Source: an optimization exercise on an open RTL-to-GDS flow (aim: small area and a short achievable clock period). Production flows keep margins and buffers that such runs may drop.
Function was checked by simulation only, so behaviour that the tests miss may differ from the original.
Power is estimated from default activity; no workload was simulated.

== run A ==
==> flow/design.v (excerpt) <==
module cam_pixel_packer #(
  parameter logic [31:0] BASE_ADDR   = 32'h0000_1000,
  parameter int          FRAME_BYTES = 4096,
  parameter int          BURST_LEN   = 16,
  parameter int          FIFO_DEPTH  = 64
) (
  input  logic        ACLK,
  input  logic        ARESET,
  input  logic        pix_valid,
  input  logic [7:0]  pix_data,
  input  logic        pix_sof,
  output logic        req_valid,
  input  logic        req_ready,
  output logic [31:0] req_addr,
  output logic [7:0]  req_len,
  output logic        dat_valid,
  input  logic        dat_ready,
  output logic [31:0] dat_data,
  output logic        dat_last,
  output logic        overflow,
  output logic        sync_err,
  output logic        frame_done
);
Size in the first run: ~4200 cells after synthesis, roughly 2300 flip-flops, about 92 I/O pins, roughly 81000 um^2 of cells after synthesis.
clock: 5.5 ns
lec_check: 0
abc_clock_period_in_ps: 2500
cap_margin: 20
core_margin: 2
core_utilization: 55
cts_buf_list: sky130_fd_sc_hd__clkbuf_16
cts_cluster_diameter: 90
cts_cluster_size: 28
setup_slack_margin: 3.1
slew_margin: 20
run.sh (not shown) runs the stock make flow with config.mk's settings and CLKGATE_MAP_FILE= SYNTH_SCRIPT=/design/flow/synth_recipe.tcl, a recipe that flattens the netlist after the stock synthesis.
The inputs of run B differ from those of run A as listed below.
==> flow/flow/run.sh (new file) <==
#!/bin/bash
# The standard layout (standard.sh: standard synthesis, floorplan, placement, CTS, routing)
# with one change: the clock tree is built from clkbuf_16 with 28-sink / 90 um clusters and no
# dummy loads. make's full output goes to standard.log; ORFS keeps its per-step logs in orfs/logs.
set -euo pipefail
export CTS_ARGS="-sink_clustering_enable -repair_clock_nets -buf_list sky130_fd_sc_hd__clkbuf_16 -sink_clustering_size 28 -sink_clustering_max_diameter 90 -dont_use_dummy_load"
bash standard.sh finish > standard.log 2>&1
==> flow/standard.sh (new file) <==
#!/bin/bash
# synth_recipe.tcl (not shown) runs the flow's synth.tcl, then flattens the netlist and writes it again
# the make line also repeats each setting of config.mk as NAME=value (left out here)
make -C /OpenROAD-flow-scripts/flow DESIGN_CONFIG=/design/flow/config.mk WORK_HOME=/design/flow/orfs CLKGATE_MAP_FILE= SYNTH_SCRIPT=/design/flow/synth_recipe.tcl "${@:-finish}"
diff --git a/flow/config.mk b/flow/config.mk
--- a/flow/config.mk
+++ b/flow/config.mk
@@ -15 +15 @@
-export SETUP_SLACK_MARGIN = 3.1
+export SETUP_SLACK_MARGIN = 3.2
removed: flow/run.sh
Findings:
Run B vs. run A: buffer count from post-CTS setup fixing now larger, minimum clock period after layout now smaller. Between run B and run A, the total met2 wirelength after detailed routing is higher for run B. Going from run A to run B, combinational power now larger, routed wire length roughly the same, static leakage moved down, compound-cell area share of the yosys netlist stayed essentially flat, net switching power of the design lost 3.3%. In the metrics for run B and run A, the one carrying the higher non-clock buffer count is run B.
What run C does differently from run B at the input level:
==> flow/run.sh (new file) <==
#!/bin/bash
# synth_recipe.tcl (not shown) runs the flow's synth.tcl, then flattens the netlist and writes it again
# the make line also repeats each setting of config.mk as NAME=value (left out here)
make -C /OpenROAD-flow-scripts/flow DESIGN_CONFIG=/design/flow/config.mk WORK_HOME=/design/flow/orfs CLKGATE_MAP_FILE= SYNTH_SCRIPT=/design/flow/synth_recipe.tcl finish
removed: flow/flow/run.sh
removed: flow/standard.sh
Per the final summary, run C finished and its layout is clean on timing, DRC and antenna. On area of all placed cells without fillers: run C sits above run B. Against run B, run C comes in 180 um higher on total met3 wirelength after detailed routing. Diff run B -> run C: final-layout fill cell count barely changed, number of nets with antenna violations after detailed routing comparable, core utilization of the finished layout up 0.32 points. The run showing the smaller total power is run B. Against run B, run C reports a sequential share of cell area that is lower. dat_last as the destination of the critical timing path was reported by run B, and req_addr[7] by run C.

---

cam_pixel_packer, a different RTL version from the one above (not shown whole).
Size in the first run: about 2300 flip-flops, ~92 I/O pins, about 82000 um2 of cells after synthesis.
Design cam_pixel_packer, start of the top module:
module cam_pixel_packer #(
  parameter logic [31:0] BASE_ADDR   = 32'h0000_1000,
  parameter int          FRAME_BYTES = 4096,
  parameter int          BURST_LEN   = 16,
  parameter int          FIFO_DEPTH  = 64
) (
  input  logic        ACLK,
  input  logic        ARESET,
  input  logic        pix_valid,
  input  logic [7:0]  pix_data,
  input  logic        pix_sof,
  output logic        req_valid,
  input  logic        req_ready,
  output logic [31:0] req_addr,
  output logic [7:0]  req_len,
  output logic        dat_valid,
  input  logic        dat_ready,
  output logic [31:0] dat_data,
  output logic        dat_last,
  output logic        overflow,
  output logic        sync_err,
  output logic        frame_done
);
clock: 5.5 ns
lec_check: 0
abc_clock_period_in_ps: 2500
cap_margin: 20
core_margin: 2
core_utilization: 65
cts_buf_list: sky130_fd_sc_hd__clkbuf_16
cts_cluster_diameter: 80
cts_cluster_size: 24
setup_slack_margin: 3.0
slew_margin: 20
Stock flow here: none of the scripts above is used.
The first run went through all stages and came out clean.
==> next run, changes <==
- CORE_UTILIZATION: 65 -> 55
What happened:
- clock skew hardly moves
- critical path depth stays the same
- register-to-register slack improved by 0.02 ns
- routed wire length goes up by 1.5%
- die area goes up by 18%
- via count goes down by 1.8%
- combinational power goes down by 17%
- design area goes up by 0.37%

[port drivers added, routing unchanged]
How much do the figures lean on ideal ports? The routed layouts below were timed once more, with nothing changed but the port constraints. Step 1 (the two cells are an assumption about what drives the block):
set clk [get_ports {ACLK}]
set_driving_cell -lib_cell sky130_fd_sc_hd__clkbuf_16 $clk
set_driving_cell -lib_cell sky130_fd_sc_hd__buf_2 [delete_from_list [all_inputs] $clk]
Step 2 also shifts input and output timing later by t, the mid clock arrival at the registers, as if the neighbouring blocks saw the same clock. Three values: no drivers, after step 1, after step 2; two values: the first two.
| run | t (ns) | setup WS [ns] | worst setup path at the end | latest minus earliest clock arrival (ns) | worst data-port slew with drivers (ns) |
|---|---|---|---|---|---|
| run A | 0.861 | 3.068 / 2.980 / 2.486 | input to register | 0.060 / 0.060 | 0.03 |
| run B | 0.819 | 3.083 / 2.992 / 2.468 | input to register | 0.096 / 0.097 | 0.10 |
| run C | 0.845 | 3.052 / 2.972 / 2.528 | input to register | 0.056 / 0.056 | 0.10 |
| the first run of note 2 | 0.820 | 2.928 / 2.928 / 2.178 | input to register | 0.038 / 0.038 | 0.04 |
| the second run of note 2 | 0.845 | 2.946 / 2.946 / 2.297 | input to register | 0.040 / 0.040 | 0.04 |
After both steps every run listed still meets setup and hold. For the first run of note 2, which loses most, drivers alone change the setup slack by 0.000 ns; drivers and shift together by -0.750 ns.
